This design comes from an exercise in tuning for small area, a short achievable clock period and few clock cycles per item on the open sky130 flow, not from production work. Function not checked in this run: the RTL went through the layout flow alone. Power figures rest on the tool's default switching activity, not on a simulated workload.

## flow/design.v

```verilog
module cpu_top (
    input  logic        clk,
    input  logic        reset,
    output logic [31:0] instr_addr,
    input  logic [31:0] instr_data,
    output logic        wb_cyc_o,
    output logic        wb_stb_o,
    output logic        wb_we_o,
    output logic [31:0] wb_adr_o,
    output logic [31:0] wb_dat_o,
    input  logic        wb_ack_i,
    input  logic [31:0] wb_dat_i
);
    logic [31:2] pc;
    logic        e_wr, e_ld, e_st;      
    logic        e_sub, e_add, e_and, e_or, e_slt;
    logic        e_far, e_fad, e_fan;   
    logic        e_fbr, e_fbd, e_fbn;   
    logic        e_brp, e_brn;          
    logic        e_bdp, e_bdn;          
    logic        e_obn;                 
    logic        e_imb;                 
    logic [4:0]  e_rd;
    logic [31:0] e_a, e_b;
    logic [11:0] e_imm;
    logic        m_wr, m_ld, m_mem, m_st;
    logic [4:0]  m_rd;
    logic [31:0] m_res, m_sd;
    logic [31:0] regs [1:31];
    logic        busy;
    logic [31:0] wd;
    assign busy = m_mem && !wb_ack_i;
    assign wd   = m_ld ? wb_dat_i : m_res;
    assign wb_cyc_o = m_mem;
    assign wb_stb_o = m_mem;
    assign wb_we_o  = m_st;
    assign wb_adr_o = m_res;
    assign wb_dat_o = m_sd;
    always_ff @(posedge clk) begin
        if (m_wr && !busy) regs[m_rd] <= wd;
    end
    logic [31:0] ins;
    logic [6:0]  opc;
    logic [2:0]  f3;
    logic [4:0]  rs1, rs2, rd;
    logic        is_ld, is_st, is_ai, is_r, f3_ok, r_ok, d_wr, d_sub;
    logic [31:0] rv1, rv2;
    assign ins   = instr_data;
    assign opc   = ins[6:0];
    assign f3    = ins[14:12];
    assign rd    = ins[11:7];
    assign rs1   = ins[19:15];
    assign rs2   = ins[24:20];
    assign is_ld = (opc == 7'b0000011);
    assign is_st = (opc == 7'b0100011);
    assign is_ai = (opc == 7'b0010011);
    assign is_r  = (opc == 7'b0110011);
    assign f3_ok = (f3 == 3'b000) || (f3 == 3'b111) || (f3 == 3'b110) || (f3 == 3'b010);
    assign r_ok  = (ins[31:25] == 7'b0000000 && f3_ok) ||
                   (ins[31:25] == 7'b0100000 && f3 == 3'b000);
    assign d_wr  = (is_ld || (is_ai && f3_ok) || (is_r && r_ok)) && (rd != 5'd0);
    assign d_sub = (is_r && ins[30]) || ((is_r || is_ai) && f3 == 3'b010);
    logic [31:1] oh1, oh2;
    logic [31:0] mx1, mx2;
    logic        byp1, byp2;
    always_comb begin
        mx1 = '0;
        mx2 = '0;
        for (int i = 1; i < 32; i++) begin
            oh1[i] = (rs1 == 5'(i));
            oh2[i] = (rs2 == 5'(i));
            mx1 = mx1 | (regs[i] & {32{oh1[i]}});
            mx2 = mx2 | (regs[i] & {32{oh2[i]}});
        end
    end
    assign byp1 = m_wr && m_rd == rs1;
    assign byp2 = m_wr && m_rd == rs2;
    assign rv1  = byp1 ? wd : mx1;
    assign rv2  = byp2 ? wd : mx2;
    always_ff @(posedge clk) begin
        if (reset) begin
            pc   <= '0;
            e_wr <= 1'b0;
            e_ld <= 1'b0;
            e_st <= 1'b0;
        end else if (!busy) begin
            pc   <= pc + 30'd1;
            e_wr <= d_wr;
            e_ld <= is_ld;
            e_st <= is_st;
        end
    end
    always_ff @(posedge clk) begin
        if (!busy) begin
            e_sub <= d_sub;
            e_add <= !((is_r || is_ai) && (f3 == 3'b111 || f3 == 3'b110 || f3 == 3'b010));
            e_and <= (is_r || is_ai) && f3 == 3'b111;
            e_or  <= (is_r || is_ai) && f3 == 3'b110;
            e_slt <= (is_r || is_ai) && f3 == 3'b010;
            e_far <= e_wr && !e_ld && e_rd == rs1;
            e_fad <= e_wr &&  e_ld && e_rd == rs1;
            e_fan <= !(e_wr && e_rd == rs1);
            e_fbr <= e_wr && !e_ld && e_rd == rs2;
            e_fbd <= e_wr &&  e_ld && e_rd == rs2;
            e_fbn <= !(e_wr && e_rd == rs2);
            e_brp <= is_r && e_wr && !e_ld && e_rd == rs2 && !d_sub;
            e_brn <= is_r && e_wr && !e_ld && e_rd == rs2 &&  d_sub;
            e_bdp <= is_r && e_wr &&  e_ld && e_rd == rs2 && !d_sub;
            e_bdn <= is_r && e_wr &&  e_ld && e_rd == rs2 &&  d_sub;
            e_obn <= is_r && !(e_wr && e_rd == rs2);
            e_imb <= !is_r;
            e_rd  <= rd;
            e_a   <= rv1;
            e_b   <= d_sub ? ~rv2 : rv2;
            e_imm <= d_sub ? ~ins[31:20] : is_st ? {ins[31:25], ins[11:7]} : ins[31:20];
        end
    end
    assign instr_addr = {pc, 2'b00};
    logic [31:0] opa, opr2, opbx, sum, res;
    logic        lt;
    assign opa  = (m_res & {32{e_far}}) | (wb_dat_i & {32{e_fad}}) | (e_a & {32{e_fan}});
    assign opr2 = (m_res & {32{e_fbr}}) | (wb_dat_i & {32{e_fbd}}) | (e_b & {32{e_fbn}});
    assign opbx = (m_res & {32{e_brp}}) | (~m_res & {32{e_brn}}) |
                  (wb_dat_i & {32{e_bdp}}) | (~wb_dat_i & {32{e_bdn}}) |
                  (e_b & {32{e_obn}}) | ({{20{e_imm[11]}}, e_imm} & {32{e_imb}});
    logic [32:0] sum33;
    assign sum33 = {opa, 1'b1} + {opbx, e_sub};
    assign sum   = sum33[32:1];
    assign lt  = (opa[31] == opbx[31]) ? opa[31] : sum[31];
    logic [31:0] lres;
    assign lres = ((opa & opbx) & {32{e_and}}) | ((opa | opbx) & {32{e_or}}) | {31'd0, lt & e_slt};
    assign res  = e_add ? sum : lres;
    always_ff @(posedge clk) begin
        if (reset) begin
            m_wr  <= 1'b0;
            m_ld  <= 1'b0;
            m_mem <= 1'b0;
            m_st  <= 1'b0;
        end else if (!busy) begin
            m_wr  <= e_wr;
            m_ld  <= e_ld;
            m_mem <= e_ld || e_st;
            m_st  <= e_st;
        end
    end
    always_ff @(posedge clk) begin
        if (!busy) begin
            m_rd  <= e_rd;
            m_res <= res;
            m_sd  <= opr2;
        end
    end
endmodule
```

## flow/config.mk

```make
export PLATFORM = sky130hd
export DESIGN_NAME = cpu_top
export DESIGN_NICKNAME = cpu_top
export VERILOG_FILES = /design/flow/design.v
export SDC_FILE = /design/flow/constraint.sdc
export NUM_CORES = 4
export LEC_CHECK = 0
export CAP_MARGIN = 25
export CORE_MARGIN = 2
export CORE_UTILIZATION = 50
export CTS_BUF_LIST = sky130_fd_sc_hd__clkbuf_4 sky130_fd_sc_hd__clkbuf_8
export GPL_ROUTABILITY_DRIVEN = 1
export SETUP_SLACK_MARGIN = 3.0
export SLEW_MARGIN = 25
```

## flow/run.sh

```bash
#!/bin/bash
# synth_recipe.tcl (not shown) runs the flow's synth.tcl, then flattens the netlist and writes it again
# the make line also repeats each setting of config.mk as NAME=value (left out here)
make -C /OpenROAD-flow-scripts/flow DESIGN_CONFIG=/design/flow/config.mk WORK_HOME=/design/flow/orfs CLKGATE_MAP_FILE= SYNTH_SCRIPT=/design/flow/synth_recipe.tcl finish
```

## flow/constraint.sdc

```tcl
create_clock -name core_clock -period 6.5 [get_ports {clk}]
set_input_delay 1.3000 -clock core_clock [delete_from_list [all_inputs] [get_ports {clk}]]
set_output_delay 1.3000 -clock core_clock [all_outputs]
set_load 0.01 [all_outputs]
```

==> impl_results.md <==
* Routed WL at between 200000 and 300000 um
* Vias per cell at ~7.7
* Post-synth top area share at 63.7%
* Core Area at approximately 0.11 sq mm
* Post-synth ARST share at 0%
* EDFF count, synth at roughly 1200
* Seq. cell area at between 0.03 and 0.04 sq mm
* Skew-Pair Late Insertion Delay at just over 0.9 ns
* Largest net degree at the start of global routing at 65
* Combinational share of power at 15.9%
* FP Rows at about 120
* CTS Root Cell: clkbuf_8
* Multi-input logic area at about 0.019 sq mm
* Crit path time final at 3.92 ns
* FF-to-FF Start: e_far
* First-pass GRT wire length at about 350000 um
* First-pass iteration count of the detailed router at 15
* Startpoint Class: flop
* Top cell type by total area after synthesis: edfxtp_1
* Layout Area Growth over Synthesis at 21.5%
* Die Span X at 335 um
* WP data required at 7.13 ns
* Setup TNS at 0 ns
* Slew Viols, Final at 0
* VDD IR max at approximately 0.21 mV
* Worst Path Arrival at approximately 4.6 ns
* Initial core utilization at between 50% and 60%
* Mapped Avg Cell Area at 13.5 sq um
* Hold Fails Final Rpt at 0
* Power Total at approximately 0.02 W
* Reg power frac at between 40% and 50%
* Nets@finish at between 4000 and 5000
* Vias in the first global route at roughly 44000
* Synth Cell Area at 0.0547 sq mm
* DRC viols at 0
* Clock-pin slew on the worst setup and hold paths at approximately 0.060 ns
* Total track usage at about 46%
* Synthesis-stage register bit count at 1196
* Die area at 0.112 sq mm
* Ys Warns at 1
* LEAKAGE at between 20 and 25 nW
* Clock network fraction of total power at about a third
* Initial antenna violation count at 13
* Syn Inst Count at slightly above 4000
* Critical path origin: e_far
* HP Class: flop to flop
* Status: no timing/DRC/antenna violations
* H-Tree Depth at 4
* Gpl congestion at ~1.0
* Tcrit/Tclk final at roughly three fifths
* Synth Flop Type: edfxtp_1
* Worst-path maximum fanout at 5
* Top Ports at around 170
* Worst slew pin tran at around 1.2 ns
* Post-CTS Hold Fix Bufs at 0
* DR vias at slightly below 50000
* Layout cells sized above 1 at a little over a fifth
* Register area share after synthesis at around two thirds
* Max_slew headroom at between 20% and 30%
* Maxcap violations at 0
* Port Buffers at about 160
* P_sw at approximately 0.0056 W
* HP Start: m_st
* Fill cells at 8425
* Routed Antenna Nets at 0
* Setup Crit Path Kind: flop to flop
* Total power per unit cell area at 300 mW/mm^2
* Routed length per instance at ~43 um
* Max Fclk at around 260 MHz
* Clk_skew at approximately 0.052 ns
* Bufs on Longest Clock Path at 3
* Internal power at roughly 0.014 W
* Unrepaired setup endpoints after global routing: yes
* Num CTS Buffers at 191
* Grt ovf at 0
* Top cells by area, synth: edfxtp_1 (64%), a22oi_1 (8.4%), a221oi_1 (2.4%), a22o_1 (2.4%), a222oi_1 (2.3%)
* Die outline height at ~330 um
* Final core utilization at between 60% and 70%
* HPWL Detailed at around 150000 um
* # setup viols final at 0
* CTS tree: yes
* TritonCTS Sinks at ~1200
* Iteration-0 DRC count of the detailed router at around 12000
* Yosys cell types at 78
* Sw frac at around 28%
* Crit. End Element: flop
final cells by class:
cell class	count	area share (%)
diodes	12	0.0452
clock buffers	252	4.72
clock inverters	99	1.27
inverters	112	0.644
multi-input cells	2462	27.9
flip-flops and latches	1196	53.5
well taps	1414	2.66
repair buffers	655	9.27
power groups by stage:
stage	combinational, W	clock [W]	sequential [W]
3_3_place_gp	0.00260	0	0.00999
3_5_place_dp	0.00262	0	0.00999
6_report	0.00317	0.00689	0.00986
2_1_floorplan	0.00139	0	0.00989
5_1_grt	0.00325	0.00720	0.00986
4_1_cts	0.00286	0.00684	0.00983
per-stage QoR:
step	instances	instance area [sq um]	setup slack [ns]	hold slack, ns
floorplan	4058	55000	2.43	0.450
detailed placement	5543	59200	1.38	0.452
global route	6191	66400	2.38	0.495
CTS	6136	65600	2.71	0.461
global placement	5541	59200	1.36	0.441
finish	6202	66400	2.58	0.455
layer usage:
metal  wire [um]  track usage, %  up-vias
li1            -               -    17800
met1       85500            55.8    22700
met2      106000            64.3     5717
met3       49300            22.8     1743
met4       24600            30.2       20
met5         333           0.999        -
sequential cells by signal, summed over array words and instances, names as in the netlist, 5 cells and up:
name / cells
e_a: 32
regs: 992
m_res: 32
pc: 30
m_sd: 32
m_rd: 5
e_rd: 5
e_b: 32
e_imm: 12
cells by family (layout without fill, tap and decap cells):
group	count (synthesis)	after routing	synth area share, %
fa+ha+maj	67	67	1.56
xor+xnor	103	103	1.65
other cells	1	14	0.00686
simple gates	886	887	7.92
buf+inv	402	1118	3.50
compound gates	1303	1304	18.4
mux	99	99	1.89
flops	1196	1196	65.0
cell usage after synthesis, drive strengths merged, types with 3 or more instances:
master / n
a31oi: 24
o21ai: 55
a22oi: 615
o211ai: 5
nor2: 254
a2bb2oi: 5
nand4: 99
nor3: 45
xor2: 72
nand3b: 10
dfxtp: 37
nor4: 38
o21bai: 3
and2: 4
or2: 3
clkbuf: 130
edfxtp: 1159
nand3: 93
mux2i: 67
inv: 112
buf: 160
nand2: 269
ha: 65
mux2: 32
a21oi: 118
or3b: 6
a22o: 147
or3: 12
nor2b: 5
xnor2: 31
a222oi: 128
o22ai: 15
o21a: 3
and3: 25
a221oi: 147
a211oi: 6
a31o: 3
o221a: 5
nand2b: 15
a21o: 11
final timing paths:
kind               endpoint  slack (ns)  cells past startpoint
setup reg to reg  m_res[31]        2.58                     16
hold / removal         m_st        0.46                      2
hold reg to reg        m_st        0.46                      2
setup / recovery  m_res[31]        2.58                     16
cell usage in the layout (no fill, tap or decap), types with 58 or more instances in the layout:
master,Yosys,layout
a222oi_1,128,128
a21oi_1,118,111
edfxtp_1,1159,1159
a221oi_1,147,147
nand4_1,99,99
nor2_1,230,161
clkbuf_8,0,199
mux2i_1,67,67
clkdlybuf4s50_1,0,131
nor2_4,15,93
nand2_1,268,264
inv_1,111,109
buf_12,0,58
buf_4,45,416
a22o_1,147,147
xor2_1,72,72
nand3_1,93,89
a22oi_1,615,615
worst max-delay path, stage by stage (launching register included):
cell and delay, ns:
edfxtp_1 0.39, buf_6 0.16, buf_12 0.14, buf_4 0.13
a222oi_1 0.41, inv_1 0.13, ha_4 0.32, o21ai_2 0.08
o211ai_1 0.29, nand4_1 0.26, a31oi_4 0.29, o311ai_2 0.11
nand2b_1 0.13, a31o_4 0.21, fa_2 0.42, nand2_1 0.08
o21ai_1 0.08
what timing repair did:
item	4_1_cts	5_1_grt
pin swaps	84	47
setup buffers	240	51
endpoints found under the hold margin	0	0
endpoints found under the setup margin	364	118
resized for setup	104	62
gates cloned	2	2

## re-timing with driven ports
In the flow no input, the clock included, has a driving cell. The finished layout below was timed again as built, in two steps.
Step 1 sets driving cells, clkbuf_16 on the clock port and buf_2 on the other inputs (assumed; they add their load-dependent delay and slew).
Step 2 adds t to the input delays and takes it off the output delays; t is the mean of the earliest and latest rising clock arrival at the registers after step 1. Input paths then give back, and output paths get back, about the clock's delay inside the block.
a / b / c = ideal / step 1 / step 2; a / b = the first two.
t (ns): 0.972
slack for setup (ns): 2.579 / 2.579 / 1.682
worst setup path at the end: input to register
After both steps setup and hold are still met in this run. The setup slack of this run moves by 0.000 ns with the drivers and by -0.897 ns with both steps.
